This is an optimization exercise on Yosys and OpenROAD, whose aim is small area, a short achievable clock period and few clock cycles per item, not a production implementation.
Function was checked by simulation only, so behaviour that the tests miss may differ from the original.
Power figures rest on the tool's default switching activity, not on a simulated workload.

==> flow/run.sh <==
#!/bin/bash
set -euo pipefail
bash standard.sh MATCH_CELL_FOOTPRINT=0 \
    "BUFFER_PORTS_ARGS=-buffer_cell sky130_fd_sc_hd__buf_1" \
    "CTS_ARGS=-repair_clock_nets -buf_list {sky130_fd_sc_hd__clkbuf_4 sky130_fd_sc_hd__clkbuf_8} -dont_use_dummy_load" \
    finish > standard_flow.log 2>&1
==> standard.sh <==
#!/bin/bash
# synth_recipe.tcl (not shown) runs the flow's synth.tcl, then flattens the netlist and writes it again
# the make line also repeats each setting of config.mk as NAME=value (left out here)
make -C /OpenROAD-flow-scripts/flow DESIGN_CONFIG=/design/flow/config.mk WORK_HOME=/design/flow/orfs CLKGATE_MAP_FILE= SYNTH_SCRIPT=/design/flow/synth_recipe.tcl "${@:-finish}"
==> config.mk <==
export PLATFORM = sky130hd
export DESIGN_NAME = rename_top
export DESIGN_NICKNAME = rename_top
export VERILOG_FILES = /design/flow/design.v
export SDC_FILE = /design/flow/constraint.sdc
export NUM_CORES = 4
export LEC_CHECK = 0
export CAP_MARGIN = 20
export CORE_MARGIN = 2
export CORE_UTILIZATION = 50
export SETUP_SLACK_MARGIN = 2.5
export SLEW_MARGIN = 20
==> constraint.sdc <==
create_clock -name core_clock -period 5.5 [get_ports {clk}]
set_input_delay 1.1000 -clock core_clock [delete_from_list [all_inputs] [get_ports {clk}]]
set_output_delay 1.1000 -clock core_clock [all_outputs]
set_load 0.01 [all_outputs]
==> design.v <==
`timescale 1ns/10ps
package rename_pkg;
    localparam int arch_regs = 32;
    localparam int phys_regs = 64;
    localparam int rob_depth = 16;
    localparam int xlen      = 32;
    typedef logic [4:0]      arch_reg_t;
    typedef logic [5:0]      phys_reg_t;
    typedef logic [3:0]      rob_id_t;
    typedef logic [xlen-1:0] pc_t;
endpackage
`timescale 1ns/10ps
module recovery_ctrl (
    input  logic clk,
    input  logic rst_n,
    input  logic flush,
    output logic started,
    output logic recover
);
    always_ff @(posedge clk or negedge rst_n) begin
        if (!rst_n) started <= 1'b0;
        else        started <= 1'b1;
    end
    assign recover = flush || !started;
endmodule
`timescale 1ns/10ps
module walk_counter (
    input  logic                clk,
    input  logic                rst_n,
    input  rename_pkg::rob_id_t reset_value,
    input  logic                step,
    input  logic                load,
    input  rename_pkg::rob_id_t load_value,
    output rename_pkg::rob_id_t value
);
    always_ff @(posedge clk or negedge rst_n) begin
        if (!rst_n)     value <= reset_value;
        else if (load)  value <= load_value;
        else if (step)  value <= value + rename_pkg::rob_id_t'(1);
    end
endmodule
`timescale 1ns/10ps
module alias_table (
    input  logic [rename_pkg::arch_regs-1:1] gen,
    input  logic [rename_pkg::arch_regs-1:1] pend,
    input  rename_pkg::arch_reg_t lookup_rs1,
    input  rename_pkg::arch_reg_t lookup_rs2,
    input  rename_pkg::arch_reg_t write_rd,
    input  logic                  commit_valid,
    input  rename_pkg::arch_reg_t commit_rd,
    output rename_pkg::phys_reg_t map_rs1,
    output rename_pkg::phys_reg_t map_rs2,
    output rename_pkg::phys_reg_t free_phys,
    output logic                  rd_busy
);
    logic [rename_pkg::arch_regs-1:0] spec_gen;
    logic [rename_pkg::arch_regs-1:0] free_gen;
    logic [rename_pkg::arch_regs-1:0] busy;
    logic                             rd_commit;
    assign spec_gen = {gen ^ pend, 1'b0};
    assign free_gen = {~(gen ^ pend), 1'b0};
    assign busy     = {pend, 1'b0};
    assign map_rs1   = {spec_gen[lookup_rs1], lookup_rs1};
    assign map_rs2   = {spec_gen[lookup_rs2], lookup_rs2};
    assign free_phys = {free_gen[write_rd], write_rd};
    logic [3:0] rd_lo;
    logic [7:0] rd_hi;
    logic [7:0] group_busy;
    always_comb begin
        for (int j = 0; j < 4; j++) rd_lo[j] = (write_rd[1:0] == 2'(j));
        for (int g = 0; g < 8; g++) begin
            rd_hi[g]      = (write_rd[4:2] == 3'(g));
            group_busy[g] = |(busy[4*g +: 4] & rd_lo);
        end
    end
    assign rd_commit = commit_valid && (commit_rd == write_rd);
    assign rd_busy   = |(group_busy & rd_hi) && !rd_commit;
endmodule
`timescale 1ns/10ps
module free_list (
    input  logic                  clk,
    input  logic                  rst_n,
    input  logic                  recover,
    input  logic                  rat_write,
    input  rename_pkg::arch_reg_t write_rd,
    input  logic                  commit_valid,
    input  rename_pkg::arch_reg_t commit_rd,
    input  rename_pkg::phys_reg_t commit_phys,
    output logic [rename_pkg::arch_regs-1:1] gen,
    output logic [rename_pkg::arch_regs-1:1] pend
);
    always_ff @(posedge clk or negedge rst_n) begin
        if (!rst_n) begin
            gen  <= '0;
        end else begin
            for (int i = 1; i < rename_pkg::arch_regs; i++)
                if (commit_valid && commit_rd == rename_pkg::arch_reg_t'(i))
                    gen[i] <= commit_phys[5];
        end
    end
    always_ff @(posedge clk) begin
            for (int i = 1; i < rename_pkg::arch_regs; i++) begin
                if (recover)
                    pend[i] <= 1'b0;
                else if (rat_write && write_rd == rename_pkg::arch_reg_t'(i))
                    pend[i] <= 1'b1;
                else if (commit_valid && commit_rd == rename_pkg::arch_reg_t'(i))
                    pend[i] <= 1'b0;
            end
    end
endmodule
`timescale 1ns/10ps
module rob_id_alloc (
    input  logic                clk,
    input  logic                rst_n,
    input  logic                flush,
    input  logic                alloc,
    input  logic                commit_valid,
    output rename_pkg::rob_id_t last_id,
    output logic                id_free
);
    rename_pkg::rob_id_t head;
    walk_counter u_head (
        .clk         (clk),
        .rst_n       (rst_n),
        .reset_value (4'd0),
        .step        (commit_valid),
        .load        (1'b0),
        .load_value  (4'd0),
        .value       (head)
    );
    walk_counter u_last (
        .clk         (clk),
        .rst_n       (rst_n),
        .reset_value (4'd15),
        .step        (alloc),
        .load        (flush),
        .load_value  (commit_valid ? head : head - rename_pkg::rob_id_t'(1)),
        .value       (last_id)
    );
    assign id_free = (last_id - head) != rename_pkg::rob_id_t'(rename_pkg::rob_depth - 2);
endmodule
`timescale 1ns/10ps
module rename_stage (
    input  logic                  clk,
    input  logic                  rst_n,
    input  logic                  flush,
    input  logic                  in_valid,
    input  rename_pkg::pc_t       in_pc,
    input  rename_pkg::arch_reg_t in_rd,
    output logic                  in_ready,
    output logic                  out_valid,
    input  logic                  out_ready,
    output rename_pkg::pc_t       out_pc,
    output rename_pkg::phys_reg_t out_phys_rs1,
    output rename_pkg::phys_reg_t out_phys_rs2,
    output rename_pkg::phys_reg_t out_phys_rd,
    input  rename_pkg::phys_reg_t map_rs1,
    input  rename_pkg::phys_reg_t map_rs2,
    input  rename_pkg::phys_reg_t free_phys,
    input  logic                  rd_busy,
    input  logic                  id_free,
    output logic                  alloc,
    output logic                  rat_write
);
    logic need_rd;
    logic slot_open;
    assign need_rd   = (in_rd != '0);
    assign slot_open = !out_valid || out_ready;
    assign in_ready  = id_free && slot_open && !rd_busy;
    assign alloc     = in_valid && in_ready && !flush;
    assign rat_write = in_valid && id_free && slot_open && need_rd;
    always_ff @(posedge clk or negedge rst_n) begin
        if (!rst_n) begin
            out_valid <= 1'b0;
        end else if (flush) begin
            out_valid <= 1'b0;
        end else if (alloc) begin
            out_valid <= 1'b1;
        end else if (out_ready) begin
            out_valid <= 1'b0;
        end
    end
    always_ff @(posedge clk) begin
        if (slot_open) begin
            out_pc       <= in_pc;
            out_phys_rs1 <= map_rs1;
            out_phys_rs2 <= map_rs2;
            out_phys_rd  <= free_phys;
        end
    end
endmodule
`timescale 1ns/10ps
module rename_top (
    input  logic                  clk,
    input  logic                  rst_n,
    input  logic                  in_valid,
    input  rename_pkg::pc_t       in_pc,
    input  rename_pkg::arch_reg_t in_rs1,
    input  rename_pkg::arch_reg_t in_rs2,
    input  rename_pkg::arch_reg_t in_rd,
    output logic                  in_ready,
    output logic                  out_valid,
    input  logic                  out_ready,
    output rename_pkg::pc_t       out_pc,
    output rename_pkg::phys_reg_t out_phys_rs1,
    output rename_pkg::phys_reg_t out_phys_rs2,
    output rename_pkg::phys_reg_t out_phys_rd,
    output rename_pkg::rob_id_t   out_rob_id,
    input  logic                  commit_valid,
    input  rename_pkg::arch_reg_t commit_rd,
    input  rename_pkg::phys_reg_t commit_phys,
    input  logic                  flush
);
    logic                  recover;
    rename_pkg::phys_reg_t map_rs1;
    rename_pkg::phys_reg_t map_rs2;
    rename_pkg::phys_reg_t free_phys;
    logic                  rd_busy;
    logic                  alloc;
    logic                  rat_write;
    logic                  id_free;
    logic [rename_pkg::arch_regs-1:1] gen;
    logic [rename_pkg::arch_regs-1:1] pend;
    logic                  started;
    logic                  id_ok;
    recovery_ctrl u_recovery_ctrl (
        .clk     (clk),
        .rst_n   (rst_n),
        .flush   (flush),
        .started (started),
        .recover (recover)
    );
    free_list u_free_list (
        .clk          (clk),
        .rst_n        (rst_n),
        .recover      (recover),
        .rat_write    (rat_write),
        .write_rd     (in_rd),
        .commit_valid (commit_valid),
        .commit_rd    (commit_rd),
        .commit_phys  (commit_phys),
        .gen          (gen),
        .pend         (pend)
    );
    alias_table u_alias_table (
        .gen        (gen),
        .pend       (pend),
        .lookup_rs1 (in_rs1),
        .lookup_rs2 (in_rs2),
        .write_rd   (in_rd),
        .commit_valid (commit_valid),
        .commit_rd  (commit_rd),
        .map_rs1    (map_rs1),
        .map_rs2    (map_rs2),
        .free_phys  (free_phys),
        .rd_busy    (rd_busy)
    );
    rob_id_alloc u_rob_id_alloc (
        .clk          (clk),
        .rst_n        (rst_n),
        .flush        (flush),
        .alloc        (alloc),
        .commit_valid (commit_valid),
        .last_id      (out_rob_id),
        .id_free      (id_free)
    );
    assign id_ok = id_free && started;
    rename_stage u_rename_stage (
        .clk          (clk),
        .rst_n        (rst_n),
        .flush        (flush),
        .in_valid     (in_valid),
        .in_pc        (in_pc),
        .in_rd        (in_rd),
        .in_ready     (in_ready),
        .out_valid    (out_valid),
        .out_ready    (out_ready),
        .out_pc       (out_pc),
        .out_phys_rs1 (out_phys_rs1),
        .out_phys_rs2 (out_phys_rs2),
        .out_phys_rd  (out_phys_rd),
        .map_rs1      (map_rs1),
        .map_rs2      (map_rs2),
        .free_phys    (free_phys),
        .rd_busy      (rd_busy),
        .id_free      (id_ok),
        .alloc        (alloc),
        .rat_write    (rat_write)
    );
endmodule
==> results.sh, run 1 <==
export IMPL_syn_inst=524
export IMPL_floorplan_die_area_sq_um=13000
export IMPL_core_sq_um=11900
export IMPL_switching_share_pct=29.9
export IMPL_outcome="no timing/DRC/antenna violations"
export IMPL_startpoint="in_rd[0]"
export IMPL_track_usage_pct=25.5
export IMPL_min_delay_path_class="flip-flop to flip-flop"
export IMPL_ys_types=50
export IMPL_synthArstFlopShare_pct=33.6
export IMPL_endpoint_kind="output port"
export IMPL_p_sw_uw=687
export IMPL_cts_made_buffers=17
export IMPL_p_per_area_nw_per_um2=327
export IMPL_clk_pin_slew_ps=70
export IMPL_fin_nets=709
export IMPL_path_cells="buf_4 > buf_12 > mux4_2 > a32oi_1 > a21o_1 > a31oi_4 > and2b_1 > buf_2"
export IMPL_r2r_end="u_free_list.pend[19]"
export IMPL_fin_crit_sh_pct=68.9
export IMPL_worst_path_max_fanout=4
export IMPL_placementRows=40
export IMPL_io_pins=120
export IMPL_slew_viol_final=0
export IMPL_viasPerCell=5.88
export IMPL_ys_ff_latch=122
export IMPL_ir_drop_mv=0.225
export IMPL_combPwrFrac_pct=25.1
export IMPL_cts_buffer_depth=2
export IMPL_wire_per_inst_um=20.5
export IMPL_drc=0
export IMPL_rsz0062_at_grt="true"
export IMPL_clockPowerShare_pct=24.7
export IMPL_h_tree_depth=4
export IMPL_synth_ff_type="edfxtp_1"
export IMPL_ys_warn_count=6
export IMPL_syn_area_sq_um=6040
export IMPL_p_int_mw=1.61
export IMPL_clkSinkCount=122
export IMPL_wirelength_um=16100
export IMPL_grt_antenna_before_repair=0
export IMPL_die_w_um=114
export IMPL_synth_area_leaders="edfxtp_1 25%, dfrtp_1 15%, dfxtp_1 10%"
export IMPL_cts_tree="done"
export IMPL_synth_enable_flop_cells=50
export IMPL_clk_latency_ps=450
export IMPL_area_growth_pct=16.5
export IMPL_p_seq_share_pct=50.3
export IMPL_critical_path_arrival_ps=2690
export IMPL_drt_iter0_drc=480
export IMPL_synth_nets=594
export IMPL_post_route_util_pct=59.1
export IMPL_r2r_worst_path_cells=8
export IMPL_endpoint="in_ready"
export IMPL_p_total_mw=2.30
export IMPL_dp_cells=759
export IMPL_synth_common_cells="61 x nand2_1, 55 x nor2_1, 50 x edfxtp_1, 37 x dfrtp_1, 35 x mux2_2"
export IMPL_gp_congestion=0.895
export IMPL_path_class="input pin to output port"
export IMPL_final_cell_area_sq_um=7040
export IMPL_skew_ps=27.4
export IMPL_grt_pass1_vias=4407
export IMPL_dp_hpwl_um=11100
export IMPL_ff2ff_setup_slack_ps=2860
export IMPL_ant_nets=0
export IMPL_start_util_pct=50.7
export IMPL_synth_top_cell_area_share_pct=24.8
export IMPL_start_kind="input pin"
export IMPL_grt_max_degree=53
export IMPL_place_ws_ps=1050
export IMPL_hold_violations=0
export IMPL_cap_violations=0
export IMPL_cp_slowest_cell="mux4_2"
export IMPL_vias=4607
export IMPL_report_final_setup_viol=0
export IMPL_final_cells=784
export IMPL_io_buffers=114
export IMPL_drive_gt1_share_pct=18.1
export IMPL_clock_fmax_mhz=264
export IMPL_setup_tns_ps=0
export IMPL_die_h_um=114
export IMPL_globalRouteOverflowTotal=0
export IMPL_syn_avg_cell_area_sq_um=11.5
export IMPL_cts_root_buffer="clkbuf_8"
export IMPL_yosysSeqAreaShare_pct=52.2
export IMPL_critPathTopFamily="multiplexers"
export IMPL_dpl_cell_area_sq_um=6580
export IMPL_period_minus_slack_ps=3790
export IMPL_r2r_start="u_rob_id_alloc.u_last.value[0]"
export IMPL_synthMostInstantiatedCell="nand2_1"
export IMPL_worst_pin_slew_ps=987
export IMPL_cpPeakStageDelay_ps=550
export IMPL_synth_area_leader_cell="edfxtp_1"
export IMPL_fin_ws_ps=1710
export IMPL_diodes=0
export IMPL_grt_pass1_wl_um=24700
export IMPL_timing_hold_ws_ps=494
export IMPL_first_pass_iters=5
export IMPL_critPathBufInv=3
export IMPL_required_ps=4400
export IMPL_crit_cells=8
export IMPL_relSlewSlack_pct=34.1
export IMPL_leakagePower_nw=2.66
-- what timing repair did --
| action | in CTS | in global routing |
|---|---|---|
| gates cloned | 1 | 1 |
| hold buffers | 0 | 0 |
| endpoints found under the setup margin | 23 | 28 |
| setup buffers | 6 | 0 |
| gates resized for setup | 30 | 11 |
| pin swaps | 3 | 5 |
-- state kept, by name, summed over array words and instances, names as in the netlist --
signal	count
u_free_list.gen	31
u_free_list.pend	31
u_recovery_ctrl.started	1
u_rename_stage.out_pc	32
u_rename_stage.out_phys_rd	6
u_rename_stage.out_phys_rs1	6
u_rename_stage.out_phys_rs2	6
u_rename_stage.out_valid	1
u_rob_id_alloc.u_head.value	4
u_rob_id_alloc.u_last.value	4
-- layout make-up --
| type | count | area (sq um) |
|---|---|---|
| Tap cell | 147 | 184 |
| Clock buffer | 17 | 234 |
| Sequential cell | 122 | 3150 |
| Timing Repair Buffer | 128 | 602 |
| Multi-Input combinational cell | 356 | 2820 |
| Inverter | 14 | 52.6 |
| Fill cell | 1031 | 4870 |
-- tightest hold or removal path, stage by stage, from the launching register on --
cell	delay (ps)
dfxtp_1	340
nand2_1	60
a21oi_1	50
-- placed cells by master, fill, tap and decap left out, types with 19 or more instances in the layout --
master | netlist | layout
dfrtp_1 | 37 | 37
nand2_1 | 61 | 60
xnor2_1 | 19 | 19
mux2_2 | 35 | 34
mux4_2 | 21 | 22
edfxtp_1 | 50 | 50
dfxtp_1 | 31 | 31
a22oi_1 | 24 | 24
nor2_1 | 55 | 55
buf_1 | 4 | 107
xor2_1 | 23 | 23
-- power by group through the flow --
stage / clock (mW) / sequential [mW] / combinational, mW
floorplan: 0 / 1.18 / 0.372
global placement: 0 / 1.17 / 0.543
detailed placement: 0 / 1.17 / 0.554
CTS: 0.585 / 1.16 / 0.572
global route: 0.617 / 1.17 / 0.638
finish: 0.568 / 1.16 / 0.576
-- how the worst min path moves through the flow --
stage | slack [ps] | cells after the start | to | startpoint
2_1_floorplan | 460 | 2 | u_free_list.pend[7] | u_free_list.pend[7]
3_3_place_gp | 470 | 2 | u_free_list.pend[3] | u_free_list.pend[3]
3_5_place_dp | 480 | 2 | u_free_list.pend[11] | u_free_list.pend[11]
4_1_cts | 490 | 2 | u_free_list.pend[11] | u_free_list.pend[11]
5_1_grt | 510 | 2 | u_free_list.pend[3] | u_free_list.pend[3]
6_report | 490 | 2 | u_free_list.pend[11] | u_free_list.pend[11]
-- per-layer routing --
layer / global-route usage (%) / part of all wire, % / vias up
met5: 0 / 0 / -
met4: 8.46 / 2.9 / 0
met3: 7.23 / 8.4 / 38
met2: 39.0 / 44 / 230
met1: 35.1 / 44 / 2199
li1: - / - / 2140
-- cell families after synthesis --
group / synth area share, %
xor gates and xnor gates: 6.48
AOI/OAI and AO/OA: 9.34
DFF: 52.2
adders and majority gates: 1.24
muxes: 15.8
buffers and inverters: 3.09
and+or+nand+nor: 11.8
other: 0.0621
Testbench counts, summed over its fixed seeds: cycles 6,724, items 4,096.
==> run 2, diff against run 1 <==
==> flow/run.sh (replaced) <==
#!/bin/bash
set -euo pipefail
bash standard.sh MATCH_CELL_FOOTPRINT=0 \
    "BUFFER_PORTS_ARGS=-buffer_cell sky130_fd_sc_hd__buf_1" \
    "CTS_ARGS=-sink_clustering_enable -repair_clock_nets -sink_clustering_size 40 -sink_clustering_max_diameter 200 -sink_clustering_levels 1 -buf_list {sky130_fd_sc_hd__clkbuf_8 sky130_fd_sc_hd__clkbuf_16} -dont_use_dummy_load" \
    finish > standard_flow.log 2>&1
==> run 2 against run 1 <==
Still clean on timing, DRC and antenna. Setup slack got worse by 6.0 ps. Sequential power is essentially flat. Via count increased by 0.48%.
==> results.sh, run 2 <==
export IMPL_outcome="no timing/DRC/antenna violations"
export IMPL_worstHoldEndpoint="u_free_list.pend[11]"
export IMPL_grt_antenna_before_repair=0
export IMPL_grt_pass1_wl_um=24600
export IMPL_synth_top_cell_area_share_pct=24.8
export IMPL_wire_per_inst_um=20.5
export IMPL_p_per_area_nw_per_um2=358
export IMPL_drive_gt1_share_pct=18.0
export IMPL_r2r_worst_path_cells=8
export IMPL_die_h_um=114
export IMPL_r2r_end="u_free_list.pend[23]"
export IMPL_skew_ps=19.1
export IMPL_first_pass_iters=5
export IMPL_critical_path_arrival_ps=2700
export IMPL_hold_buffers=0
export IMPL_diodes=0
export IMPL_placementRows=40
export IMPL_leakagePower_nw=2.75
export IMPL_report_final_setup_viol=0
export IMPL_p_total_mw=2.59
export IMPL_nFillCells=1011
export IMPL_relSlewSlack_pct=30.6
export IMPL_layout_common_cells="107 x buf_1, 60 x nand2_1, 55 x nor2_1, 50 x edfxtp_1, 37 x dfrtp_1"
export IMPL_grt_pass1_vias=4415
export IMPL_synth_common_cells="61 x nand2_1, 55 x nor2_1, 50 x edfxtp_1, 37 x dfrtp_1, 35 x mux2_2"
export IMPL_grt_max_degree=53
export IMPL_regMostFlops="u_rename_stage.out_pc"
export IMPL_clk_pin_slew_ps=50
export IMPL_ys_warn_count=6
export IMPL_h_tree_depth=4
export IMPL_final_cells=785
export IMPL_cts_made_buffers=17
export IMPL_globalRouteOverflowTotal=0
export IMPL_clk_latency_ps=410
export IMPL_ant_nets=0
export IMPL_drc=0
export IMPL_endpoint_kind="output port"
export IMPL_required_ps=4400
export IMPL_p_sw_uw=718
export IMPL_switching_share_pct=27.7
export IMPL_rsz0062_at_grt="true"
export IMPL_clockPowerShare_pct=33.1
export IMPL_ff2ff_setup_slack_ps=2640
export IMPL_synth_ff_type="edfxtp_1"
export IMPL_r2r_start="u_rob_id_alloc.u_last.value[0]"
export IMPL_area_growth_pct=19.8
export IMPL_start_util_pct=50.7
export IMPL_p_int_mw=1.88
export IMPL_clkSinkCount=122
export IMPL_die_w_um=114
export IMPL_syn_inst=524
export IMPL_slew_viol_final=0
export IMPL_dp_hpwl_um=11100
export IMPL_ys_ff_latch=122
export IMPL_cts_tree="done"
export IMPL_combPwrFrac_pct=22.3
export IMPL_core_sq_um=11900
export IMPL_track_usage_pct=25.4
export IMPL_fin_nets=710
export IMPL_path_class="input pin to output port"
export IMPL_drt_iter0_drc=518
export IMPL_yosysSeqAreaShare_pct=52.2
export IMPL_synthArstFlopShare_pct=33.6
export IMPL_largest_reg_flops=32
export IMPL_syn_avg_cell_area_sq_um=11.5
export IMPL_clock_fmax_mhz=263
export IMPL_worst_pin_slew_ps=1040
export IMPL_floorplan_die_area_sq_um=13000
export IMPL_synthMostInstantiatedCell="nand2_1"
export IMPL_synth_area_leader_cell="edfxtp_1"
export IMPL_mostFrequentLayoutCell="buf_1"
export IMPL_hold_depth=2
export IMPL_io_pins=120
export IMPL_ys_types=50
export IMPL_p_seq_share_pct=44.6
export IMPL_synth_enable_flop_cells=50
export IMPL_cts_buffer_depth=2
export IMPL_dp_cells=759
export IMPL_viasPerCell=5.90
export IMPL_setup_tns_ps=0
export IMPL_cap_violations=0
export IMPL_startpoint="in_rd[1]"
export IMPL_start_kind="input pin"
export IMPL_syn_area_sq_um=6040
export IMPL_reg_top3="u_rename_stage.out_pc: 32 flops, u_free_list.gen: 31 flops, u_free_list.pend: 31 flops"
export IMPL_vias=4629
export IMPL_synth_area_leaders="edfxtp_1 25%, dfrtp_1 15%, dfxtp_1 10%"
export IMPL_ir_drop_mv=0.228
export IMPL_worst_path_max_fanout=6
export IMPL_hold_violations=0
export IMPL_min_delay_path_class="flip-flop to flip-flop"
export IMPL_synth_nets=594
export IMPL_gp_congestion=0.895
export IMPL_cts_root_buffer="clkbuf_16"
export IMPL_hp_start="u_free_list.pend[11]"
export IMPL_io_buffers=114
export IMPL_period_minus_slack_ps=3800
export IMPL_fin_crit_sh_pct=69.0
export IMPL_wirelength_um=16100
run 2: cell counts after synthesis:
Identical to the previous run, type by type.
run 2: critical path, stage by stage:
cell and delay [ps]:
buf_12 100, mux4_2 530, mux2_4 310, a32oi_4 190, a31oi_4 130, and2b_1 200, buf_2 120
run 2: worst max-delay path by stage:
stage | to | slack, ps | cells past startpoint
2_1_floorplan | in_ready | 1810 | 6
3_3_place_gp | in_ready | 1050 | 7
3_5_place_dp | in_ready | 1050 | 7
4_1_cts | in_ready | 1690 | 7
5_1_grt | in_ready | 1680 | 7
6_report | in_ready | 1700 | 7
run 2: cells by family (layout without fill, tap and decap cells):
family / count (synthesis) / count (layout) / share of synthesized area (%)
compound gates: 81 / 81 / 9.34
xor+xnor: 43 / 43 / 6.48
fa+ha+maj: 6 / 6 / 1.24
buf+inv: 47 / 160 / 3.09
flops: 122 / 122 / 52.2
mux: 63 / 63 / 15.8
other cells: 1 / 1 / 0.0621
simple gates: 161 / 162 / 11.8
run 2: power by group through the flow:
| stage | sequential (mW) | clock (mW) | combinational [mW] |
|---|---|---|---|
| floorplan | 1.18 | 0 | 0.372 |
| global placement | 1.17 | 0 | 0.543 |
| detailed placement | 1.17 | 0 | 0.554 |
| CTS | 1.16 | 0.881 | 0.573 |
| global route | 1.17 | 0.916 | 0.638 |
| finish | 1.16 | 0.859 | 0.577 |
run 2: timing repair:
item / CTS / global route
cloned: 1 / 1
pin swaps: 4 / 3
hold endpoints to repair: 0 / 0
setup endpoints to repair: 24 / 24
setup buffers: 7 / 0
resized for setup: 32 / 9
run 2: routing by layer:
metal  vias up  share of wire [%]  GRT usage (%)
met5         -                  0              0
met4         0                3.2           9.92
met3        35                8.1           7.23
met2       223                 44           38.0
met1      2227                 45           35.3
li1       2144                  -              -
run 2: final cells by class:
type	count	area, sq um	share of cell area, %
clock buffers	17	425	5.88
inverters	14	52.6	0.726
multi-input cells	356	2810	38.8
flip-flops and latches	122	3150	43.6
well taps	147	184	2.54
repair buffers	129	613	8.47
run 2: per-stage QoR:
step | utilization (%) | instance area, sq um | hold slack (ps) | setup slack [ps]
after floorplan | - | 6050 | 458 | 1810
after global placement | 55.3 | 6580 | 471 | 1050
after detailed placement | 55.3 | 6580 | 478 | 1050
after CTS | 60.4 | 7190 | 487 | 1690
after global routing | 60.8 | 7240 | 510 | 1680
final | 60.8 | 7240 | 492 | 1700
==> run 3, diff against run 2 <==
==> flow/run.sh (replaced) <==
#!/bin/bash
# The standard layout, with the resizer free to change a cell's footprint,
# port buffers made of buf_1 cells (the resizer upsizes those that need it)
# and a clock tree of small clock buffers with no dummy loads.
set -euo pipefail
bash standard.sh MATCH_CELL_FOOTPRINT=0 \
    "BUFFER_PORTS_ARGS=-buffer_cell sky130_fd_sc_hd__buf_1" \
    "CTS_ARGS=-sink_clustering_enable -repair_clock_nets -sink_clustering_size 20 -sink_clustering_max_diameter 80 -buf_list {sky130_fd_sc_hd__clkbuf_4} -dont_use_dummy_load" \
    finish > standard_flow.log 2>&1
==> run 3 against run 2 <==
Maximum frequency is 0.29% lower. Routed wire length is 0.47% lower. Utilization is 2.5 points lower. Area after synthesis stayed put. Sequential power hardly changed. Critical path depth unchanged. Combinational power is essentially flat. Synthesized cell count unchanged. Clock-buffer cell count unchanged. Non-clock buffer count fell by 1. First-iteration DRC count down 20%. Critical path type unchanged. Largest power group unchanged.
==> results.sh, run 3 <==
export IMPL_required_ps=4400
export IMPL_synth_top_family_by_area="multiplexers"
export IMPL_setup_tns_ps=0
export IMPL_fin_crit_sh_pct=69.2
export IMPL_p_per_area_nw_per_um2=310
export IMPL_fin_ws_ps=1690
export IMPL_worst_pin_slew_ps=1000
export IMPL_r2r_start="u_rob_id_alloc.u_last.value[0]"
export IMPL_report_final_setup_viol=0
export IMPL_start_kind="input pin"
export IMPL_clock_fmax_mhz=263
export IMPL_diodes=0
export IMPL_worst_path_max_fanout=6
export IMPL_synth_area_leaders="edfxtp_1 25%, dfrtp_1 15%, dfxtp_1 10%"
export IMPL_synth_xor_area_share_pct=6.48
export IMPL_syn_inst=524
export IMPL_grt_max_degree=53
export IMPL_wire_per_inst_um=20.4
export IMPL_clkSinkCount=122
export IMPL_final_cell_area_sq_um=6930
export IMPL_grt_pass1_vias=4435
export IMPL_track_usage_pct=25.3
export IMPL_endpoint_kind="output port"
export IMPL_vias=4618
export IMPL_slew_viol_final=0
export IMPL_nFillCells=1040
export IMPL_gp_congestion=0.895
export IMPL_path_cells="buf_12 > mux4_2 > mux2_4 > a32oi_4 > a31oi_4 > and2b_1 > buf_2"
export IMPL_grt_antenna_before_repair=0
export IMPL_grt_pass1_wl_um=24600
export IMPL_dp_cells=759
export IMPL_io_pins=120
export IMPL_clk_latency_ps=550
export IMPL_worstHoldEndpoint="u_free_list.pend[11]"
export IMPL_largest_reg_flops=32
export IMPL_yosysSeqAreaShare_pct=52.2
export IMPL_floorplan_die_area_sq_um=13000
export IMPL_fin_nets=709
export IMPL_mostFrequentLayoutCell="buf_1"
export IMPL_start_util_pct=50.7
export IMPL_hold_depth=2
export IMPL_syn_avg_cell_area_sq_um=11.5
export IMPL_ys_ff_latch=122
export IMPL_cts_root_buffer="clkbuf_4"
export IMPL_hold_violations=0
export IMPL_syn_area_sq_um=6040
export IMPL_placementRows=40
export IMPL_final_cells=784
export IMPL_p_total_mw=2.15
export IMPL_rsz0062_at_grt="true"
export IMPL_globalRouteOverflowTotal=0
export IMPL_reg_top3="u_rename_stage.out_pc: 32 flops, u_free_list.gen: 31 flops, u_free_list.pend: 31 flops"
export IMPL_clk_pin_slew_ps=110
export IMPL_ys_types=50
export IMPL_synth_enable_flop_cells=50
export IMPL_die_h_um=114
export IMPL_ys_warn_count=6
export IMPL_hp_start="u_free_list.pend[11]"
export IMPL_synth_compound_area_share_pct=9.34
export IMPL_outcome="no timing/DRC/antenna violations"
export IMPL_min_delay_path_class="flip-flop to flip-flop"
export IMPL_critical_path_arrival_ps=2710
export IMPL_drive_gt1_share_pct=18.1
export IMPL_h_tree_depth=4
export IMPL_regMostFlops="u_rename_stage.out_pc"
export IMPL_dp_hpwl_um=11100
export IMPL_period_minus_slack_ps=3810
export IMPL_path_class="input pin to output port"
export IMPL_first_pass_iters=5
export IMPL_synth_mux_area_share_pct=15.8
export IMPL_ff2ff_setup_slack_ps=2830
export IMPL_core_sq_um=11900
export IMPL_relSlewSlack_pct=32.9
export IMPL_cap_violations=0
export IMPL_synth_nets=594
export IMPL_ir_drop_mv=0.223
export IMPL_viasPerCell=5.89
export IMPL_synth_common_cells="61 x nand2_1, 55 x nor2_1, 50 x edfxtp_1, 37 x dfrtp_1, 35 x mux2_2"
export IMPL_drc=0
export IMPL_cts_tree="done"
export IMPL_io_buffers=114
export IMPL_cts_made_buffers=17
export IMPL_layout_common_cells="107 x buf_1, 60 x nand2_1, 55 x nor2_1, 50 x edfxtp_1, 37 x dfrtp_1"
export IMPL_place_ws_ps=1050
export IMPL_synth_area_leader_cell="edfxtp_1"
export IMPL_wirelength_um=16000
export IMPL_synthMostInstantiatedCell="nand2_1"
export IMPL_r2r_end="u_free_list.pend[7]"
export IMPL_ant_nets=0
export IMPL_die_w_um=114
export IMPL_leakagePower_nw=2.61
export IMPL_multi_input_area_sq_um=2820
export IMPL_synthArstFlopShare_pct=33.6
export IMPL_cts_buffer_depth=2
export IMPL_skew_ps=45.9
export IMPL_r2r_worst_path_cells=8
export IMPL_area_growth_pct=14.8
export IMPL_drt_iter0_drc=413
export IMPL_hold_buffers=0
export IMPL_synth_ff_type="edfxtp_1"
export IMPL_cp_slowest_cell="mux4_2"
export IMPL_synth_adder_area_share_pct=1.24
export IMPL_synth_simple_area_share_pct=11.8
export IMPL_synth_top_cell_area_share_pct=24.8
export IMPL_cpPeakStageDelay_ps=540
export IMPL_regArea_sq_um=3150
export IMPL_dpl_cell_area_sq_um=6580
## run 3: layout make-up
type	instances	area share [%]
Clock buffer	17	1.84
Multi-Input combinational cell	356	40.6
Timing Repair Buffer	128	8.68
Sequential cell	122	45.5
Tap cell	147	2.65
Inverter	14	0.758
## run 3: report_power, final
group	total [mW]	switching (mW)	internal, mW
Sequential	1.15	0.0839	1.07
Combinational	0.576	0.305	0.271
Clock	0.420	0.280	0.141
Total	2.15	0.669	1.48
## run 3: metrics by stage
step,hold WS (ps),utilization (%)
2_1_floorplan,458,-
3_3_place_gp,471,55.3
3_5_place_dp,478,55.3
4_1_cts,494,57.8
5_1_grt,518,58.2
6_report,496,58.2
## run 3: critical path, delay by kind of cell
family / cells / cell delay, ps
AO/OA/AOI/OAI: 2 / 320
buffers and inverters: 2 / 220
multiplexers: 2 / 850
AND/OR/NAND/NOR: 1 / 210
## run 3: worst max path at each step
stage                        start       end  slack [ps]  cells after the start
after global placement    in_rd[3]  in_ready        1050                      7
after detailed placement  in_rd[3]  in_ready        1050                      7
after floorplan           in_rd[1]  in_ready        1810                      6
after CTS                 in_rd[1]  in_ready        1640                      7
after global routing      in_rd[1]  in_ready        1670                      7
final                     in_rd[1]  in_ready        1690                      7
## run 3: cell families after synthesis
family | count (synthesis)
AO/OA/AOI/OAI | 81
XOR/XNOR | 43
adder cells (fa/ha/maj) | 6
buffers and inverters | 47
flip-flops | 122
multiplexers | 63
other | 1
AND/OR/NAND/NOR | 161
## run 3: what timing repair did
| action | CTS | global route |
|---|---|---|
| pin swaps | 3 | 5 |
| gates cloned | 1 | 1 |
| buffers inserted | 6 | 0 |
| endpoints found under the setup margin | 15 | 17 |
| resized for setup | 29 | 12 |
## run 3: layer usage
metal	share of wire (%)	GRT usage [%]
met1	45	35.2
met2	45	38.5
met3	7.8	6.54
met4	2.5	9.11
met5	0	0

-- separate check: timing with driven ports --
How much do the figures lean on ideal ports? The routed layouts below were timed once more, with nothing changed but the port constraints.
Step 1 (the two cells are an assumption about what drives the block):
set clk [get_ports {clk}]
set_driving_cell -lib_cell sky130_fd_sc_hd__clkbuf_16 $clk
set_driving_cell -lib_cell sky130_fd_sc_hd__buf_2 [delete_from_list [all_inputs] $clk]
Step 2 adds t to the input delays and takes it off the output delays; t is the mean of the earliest and latest rising clock arrival at the registers after step 1. Input paths then give back, and output paths get back, about the clock's delay inside the block.
a / b / c = ideal / step 1 / step 2; a / b = the first two.
run	t (ns)	setup WS [ns]	clock arrival spread, ns	worst data-port slew with drivers (ns)
run 1	0.472	1.710 / 1.648 / 1.648	0.033 / 0.033	0.07
run 2	0.444	1.704 / 1.634 / 1.634	0.024 / 0.024	0.07
run 3	0.553	1.693 / 1.623 / 1.623	0.053 / 0.054	0.07
After both steps setup and hold are still met in every run listed.
